From an optimization exercise on the open Yosys and OpenROAD flow, aimed at a short achievable clock period and few clock cycles per item; shortcuts taken in it are not production practice. RTL that was checked went through simulation tests only; none was proved equivalent to the original. Power is estimated from default activity; no workload was simulated.

==> run E <==
// cache_top
module cache_top (
  input  wire logic                  clk,
  input  wire logic                  reset,
  input  wire logic                  cpu_req_valid,
  output logic                       cpu_req_ready,
  input  wire cache_pkg::word_addr_t cpu_req_addr,
  input  wire cache_pkg::word_t      cpu_req_data,
  input  wire logic                  cpu_req_write,
  output logic                       cpu_resp_valid,
  output cache_pkg::word_t           cpu_resp_data,
  output logic                       mem_req_valid,
  input  wire logic                  mem_req_ready,
  output cache_pkg::beat_addr_t      mem_req_addr,
  output logic                       mem_req_rw,
  output logic                       mem_req_data_valid,
  input  wire logic                  mem_req_data_ready,
  output cache_pkg::beat_t           mem_req_data_bits,
  input  wire logic                  mem_resp_valid,
  ...
==> flow/config.mk <==
export PLATFORM = sky130hd
export DESIGN_NAME = cache_top
export DESIGN_NICKNAME = cache_top
export VERILOG_FILES = /design/flow/design.v
export SDC_FILE = /design/flow/constraint.sdc
export NUM_CORES = 8
export LEC_CHECK = 0
export ABC_CLOCK_PERIOD_IN_PS = 2500
export CAP_MARGIN = 30
export CELL_PAD_IN_SITES_DETAIL_PLACEMENT = 1
export CORE_MARGIN = 2
export CORE_UTILIZATION = 46
export CTS_CLUSTER_DIAMETER = 80
export CTS_CLUSTER_SIZE = 30
export PLACE_DENSITY = 0.52
export SETUP_SLACK_MARGIN = 3.5
export SLEW_MARGIN = 40
export TNS_END_PERCENT = 10
==> flow/constraint.sdc <==
create_clock -name core_clock -period 6.0 [get_ports {clk}]
set_input_delay 1.2000 -clock core_clock [delete_from_list [all_inputs] [get_ports {clk}]]
set_output_delay 1.2000 -clock core_clock [all_outputs]
set_load 0.01 [all_outputs]
standard.sh (not shown) runs the stock make flow with config.mk's settings and CLKGATE_MAP_FILE= SYNTH_SCRIPT=/design/flow/synth_recipe.tcl, a recipe that flattens the netlist after the stock synthesis.
==> flow/flow/run.sh <==
#!/bin/bash
# The standard layout (standard.sh, the standard flow's own ORFS flow) with three changes:
# the port buffers are regular buffers instead of the delay buffers that
# buffer_ports picks by default, timing repair may resize a cell to any drive
# strength (not only to cells of the same footprint), and before detailed
# placement each flip-flop that drives an output port is moved half way
# towards that port's buffer (flow/outflops.tcl).
set -euo pipefail
export OUTFLOP_ALPHA=0.5
bash standard.sh MATCH_CELL_FOOTPRINT=0 \
  "BUFFER_PORTS_ARGS=-buffer_cell sky130_fd_sc_hd__buf_4" \
  "PRE_DETAIL_PLACE_TCL=$PWD/flow/outflops.tcl" \
  finish > standard_make.log 2>&1
==> flow/flow/outflops.tcl <==
# Move each flip-flop that drives an output port (through its port buffer)
# part of the way from the cell that drives its data input towards that
# buffer (OUTFLOP_ALPHA, 0 = unmoved, 1 = at the buffer). Runs before
# detailed placement, which legalizes the moved cells.
set block [ord::get_db_block]
set moved 0
set alpha [expr {[info exists ::env(OUTFLOP_ALPHA)] ? $::env(OUTFLOP_ALPHA) : 0.6}]
foreach bt [$block getBTerms] {
  if {[$bt getIoType] != "OUTPUT"} continue
  set pnet [$bt getNet]
  if {$pnet == "NULL"} continue
  set buf ""
  foreach it [$pnet getITerms] { if {[$it isOutputSignal]} { set buf [$it getInst] } }
  if {$buf == ""} continue
  set innet ""
  foreach it [$buf getITerms] { if {[$it isInputSignal] && [$it getNet] != "NULL" && [[$it getNet] getSigType] == "SIGNAL"} { set innet [$it getNet] } }
  if {$innet == ""} continue
  # only a net between one flop and the port buffer
  if {[llength [$innet getITerms]] != 2} continue
  set ff ""
  foreach it [$innet getITerms] { if {[$it isOutputSignal]} { set ff [$it getInst] } }
  if {$ff == ""} continue
  if {![regexp {df|edf} [[$ff getMaster] getName]]} continue
  if {[$ff getPlacementStatus] != "PLACED"} continue
  # the cell that drives the flop's data input
  set dnet ""
  foreach it [$ff getITerms] { if {[[$it getMTerm] getName] == "D"} { set dnet [$it getNet] } }
  set bl [$buf getLocation]
  set x [lindex $bl 0]; set y [lindex $bl 1]
  if {$dnet != "" && $dnet != "NULL"} {
    foreach it [$dnet getITerms] {
      if {[$it isOutputSignal]} {
        set dl [[$it getInst] getLocation]
        set x [expr {int([lindex $dl 0] + $alpha * ($x - [lindex $dl 0]))}]
        set y [expr {int([lindex $dl 1] + $alpha * ($y - [lindex $dl 1]))}]
      }
    }
  }
  $ff setLocation $x $y
  incr moved
}
puts "outflops: moved $moved flip-flops towards their port buffers"
# legalized by the detailed placement that follows
==> inputs of run P, as changes to run E <==
--- a/flow/design.v
+++ b/flow/design.v
@@ -137,16 +137,17 @@
   assign chn_ev       = fill_last_ev & ft_chn;           
   assign cap_risk     = fl_last & |(chvd_q & ft_s1h);
   assign dfs_risk     = fl_last & |(dsw_v & ft_s1h);
   assign chn_cap      = mem_resp_valid & cap_risk;       
   assign dfs_now      = mem_resp_valid & dfs_risk;       
   logic [2:0]  b_set;
   logic [1:0]  b_beat, b_word;
   logic [22:0] b_tag;
+  logic [22:0] b_vtag;    
   logic        b_pclr, b_chained;
   logic        go_hit, go_miss, go, stall;
   assign b_set  = b_addr[6:4];
   assign b_beat = b_addr[3:2];
   assign b_word = b_addr[1:0];
   assign b_tag  = b_addr[29:7];
   assign b_pclr    = pclr_ev & (ft_set == b_set);
   assign b_chained = b_pend & ~b_pclr;
@@ -242,16 +243,17 @@
       if (chn_ev & (ft_set == b_set)) begin
         b_blk <= 1'b0;
         b_chn <= 1'b0;
         b_dsw <= 1'b0;
         if (b_blk) b_wm <= b_chw;
       end
     end else begin
       b_addr <= a_addr;
+      b_vtag <= (a_same & go_miss) ? b_tag : tag_q[a_set];
       b_wd   <= a_wd;
       b_wr   <= a_wr;
       b_hit  <= n_hit;
       b_pend <= n_pend;
       b_brdy <= n_brdy;
       b_vd   <= n_vd;
       b_wm   <= n_wm;
       b_blk  <= n_blk;
@@ -488,17 +490,17 @@
       endcase
       cap_v <= (go_miss & b_vd & ~b_chained) | chn_cap;
     end
   end
   always_ff @(posedge clk) begin
     if (desc_free) begin
       ds_set[ad]  <= b_set;
       ds_tag[ad]  <= b_tag;
-      ds_vtag[ad] <= tag_q[b_set];
+      ds_vtag[ad] <= b_vtag;
       ds_crit[ad] <= b_beat;
       ds_vd[ad]   <= b_vd;
       ds_vb[ad]   <= vb_w;
       ds_sw[ad]   <= b_word;
       ds_sd[ad]   <= b_wd;
     end
     if (chn_cap) begin
       cap_slot <= ds_vb[cur_q[ft_set]];
==> flow/flow/run.sh (replaced) <==
#!/bin/bash
# The standard layout (standard.sh, the standard flow's own ORFS flow) with three changes:
# the port buffers are regular buffers instead of the delay buffers that
# buffer_ports picks by default, timing repair may resize a cell to any drive
# strength (not only to cells of the same footprint), and antenna repair after
# detailed routing may take up to 10 rounds instead of 5.
set -euo pipefail
bash standard.sh MATCH_CELL_FOOTPRINT=0 \
  "BUFFER_PORTS_ARGS=-buffer_cell sky130_fd_sc_hd__buf_4" \
  MAX_REPAIR_ANTENNAS_ITER_DRT=10 \
  finish > standard_make.log 2>&1
removed: flow/flow/outflops.tcl
==> comparison <==
Run P completed without violations. Run E completed, yet does not pass: antenna rules. In routed wire length, run E and run P hardly differ. Of run P and run E, run E has the higher utilization (gap 0.37 points). Between run E and run P, the lower clock skew is in run E (gap 0.0084 ns). Against run P, the via count of run E is higher by about 1%. Against run P, the count of clock-buffer cells in the layout of run E is higher by 6. In global-route usage, run P and run E hardly differ.
==> figures <==
| item | run P | run E |
|---|---|---|
| Clock buffer count | 648 | 654 |
| Minimum setup slack after placement | 1.51 ns | 1.21 ns |
| Invs w/o clock | 503 | 330 |
| First-pass GRT wire length | 3,180,000 um | 3,170,000 um |
| Area taken by flip-flops and latches | 0.248 mm2 | 0.247 mm2 |
| Sw frac | 34.2% | 33.5% |
| First-pass DRT Iterations | 9 | 12 |
| Clock share of power | 30.4% | 30.8% |
| Run status | finished clean | finished with violations |
| Violated checks | - | antenna rules |
| P_leak | 155 nW | 155 nW |
| Share of power burned in registers | 50.0% | 49.8% |
| Simple logic cell fraction of the synthesized area | 4.75% | 4.72% |
| Post-synth cell types | 75 | 77 |
| Metal-1 WL | 834,000 um | 839,000 um |
Testbench counts of run E, summed over its fixed seeds: cycles 17,076, ops 12,000.
Testbench counts of run P, summed over its fixed seeds: cycles 17,076, ops 12,000.

========
==> job 7409: inputs <==
Another version of the RTL of cache_top (not shown whole).
clock: 6.0 ns
lec_check: 0
abc_clock_period_in_ps: 2500
cap_margin: 20
core_margin: 2
core_utilization: 28
setup_slack_margin: 3.5
slew_margin: 20
run.sh (not shown) runs the stock make flow with config.mk's settings and CLKGATE_MAP_FILE= SYNTH_SCRIPT=/design/flow/synth_recipe.tcl, a recipe that flattens the netlist after the stock synthesis.
Stock flow here: none of the scripts above is used.
==> job 1562: changes against job 7409 <==
--- a/flow/config.mk
+++ b/flow/config.mk
@@ -9,5 +9,5 @@
 export CAP_MARGIN = 20
 export CORE_MARGIN = 2
-export CORE_UTILIZATION = 28
+export CORE_UTILIZATION = 33
 export SETUP_SLACK_MARGIN = 3.5
 export SLEW_MARGIN = 20
==> run_results.csv <==
group,metric,value,unit
place,place_ws,1.312,ns
place,dp_hpwl,2204000,um
floorplan,initial_utilization,28.04,%
clock_tree,numCtsBuffers,931,
clock_tree,cts_resized,5911,
floorplan,die_y,1240,um
outcome,status,"aborted with a tool error",
outcome,tool.error,"[ERROR GRT-0232] Routing congestion too high. Check the congestion heatmap in the GUI.",
global_route,overflow,1,
clock_tree,postCtsSetupBuffers,2413,
place,dp_cells,48520,
global_route,grt_use_met3,44.94,%
global_route,grt_usage,51.39,%
global_route,grt_max_degree,185,
global_route,grtUsageMet2,60.19,%
floorplan,die_x,1240,um
place,gp_congestion,1.110,
outcome,lastStage,"global routing",
Source of the figures above: job 7409

==> run_results.csv <==
group,metric,value,unit
outcome,status,"aborted with a tool error",
outcome,lastStage,"global routing",
outcome,tool.error,"[ERROR GRT-0232] Routing congestion too high. Check the congestion heatmap in the GUI.",
global_route,overflow,13,
clock_tree,cts_resized,8100,
global_route,grt_use_met3,52.59,%
global_route,grt_usage,62.29,%
place,place_ws,1.506,ns
clock_tree,postCtsSetupBuffers,3062,
place,dp_hpwl,2272000,um
place,dp_cells,45460,
Source of the figures above: job 1562

Function was not checked in any run of this note: the RTL went through the layout flow alone.

[re-timing with driven ports]
In the flow no input, the clock included, has a driving cell. The finished layouts below were timed again as built, in two steps. Step 1 (the two cells are an assumption about what drives the block):
set clk [get_ports {clk}]
set_driving_cell -lib_cell sky130_fd_sc_hd__clkbuf_16 $clk
set_driving_cell -lib_cell sky130_fd_sc_hd__buf_2 [delete_from_list [all_inputs] $clk]
Step 2 times the ports against the registers' clock, not the clock port: input delays grow and output delays shrink by t, the midpoint of the rising clock arrivals with the driver on. a / b / c = ideal / step 1 / step 2; a / b = the first two.
| run | shift t [ns] | setup WS [ns] | worst slew at a driven data input, ns |
|---|---|---|---|
| run E | 1.286 | 2.576 / 2.576 / 1.883 | 0.78 |
| run P | 1.280 | 2.746 / 2.645 / 1.763 | 0.67 |
For run P, which loses most, drivers alone change the setup slack by -0.101 ns; drivers and shift together by -0.983 ns.
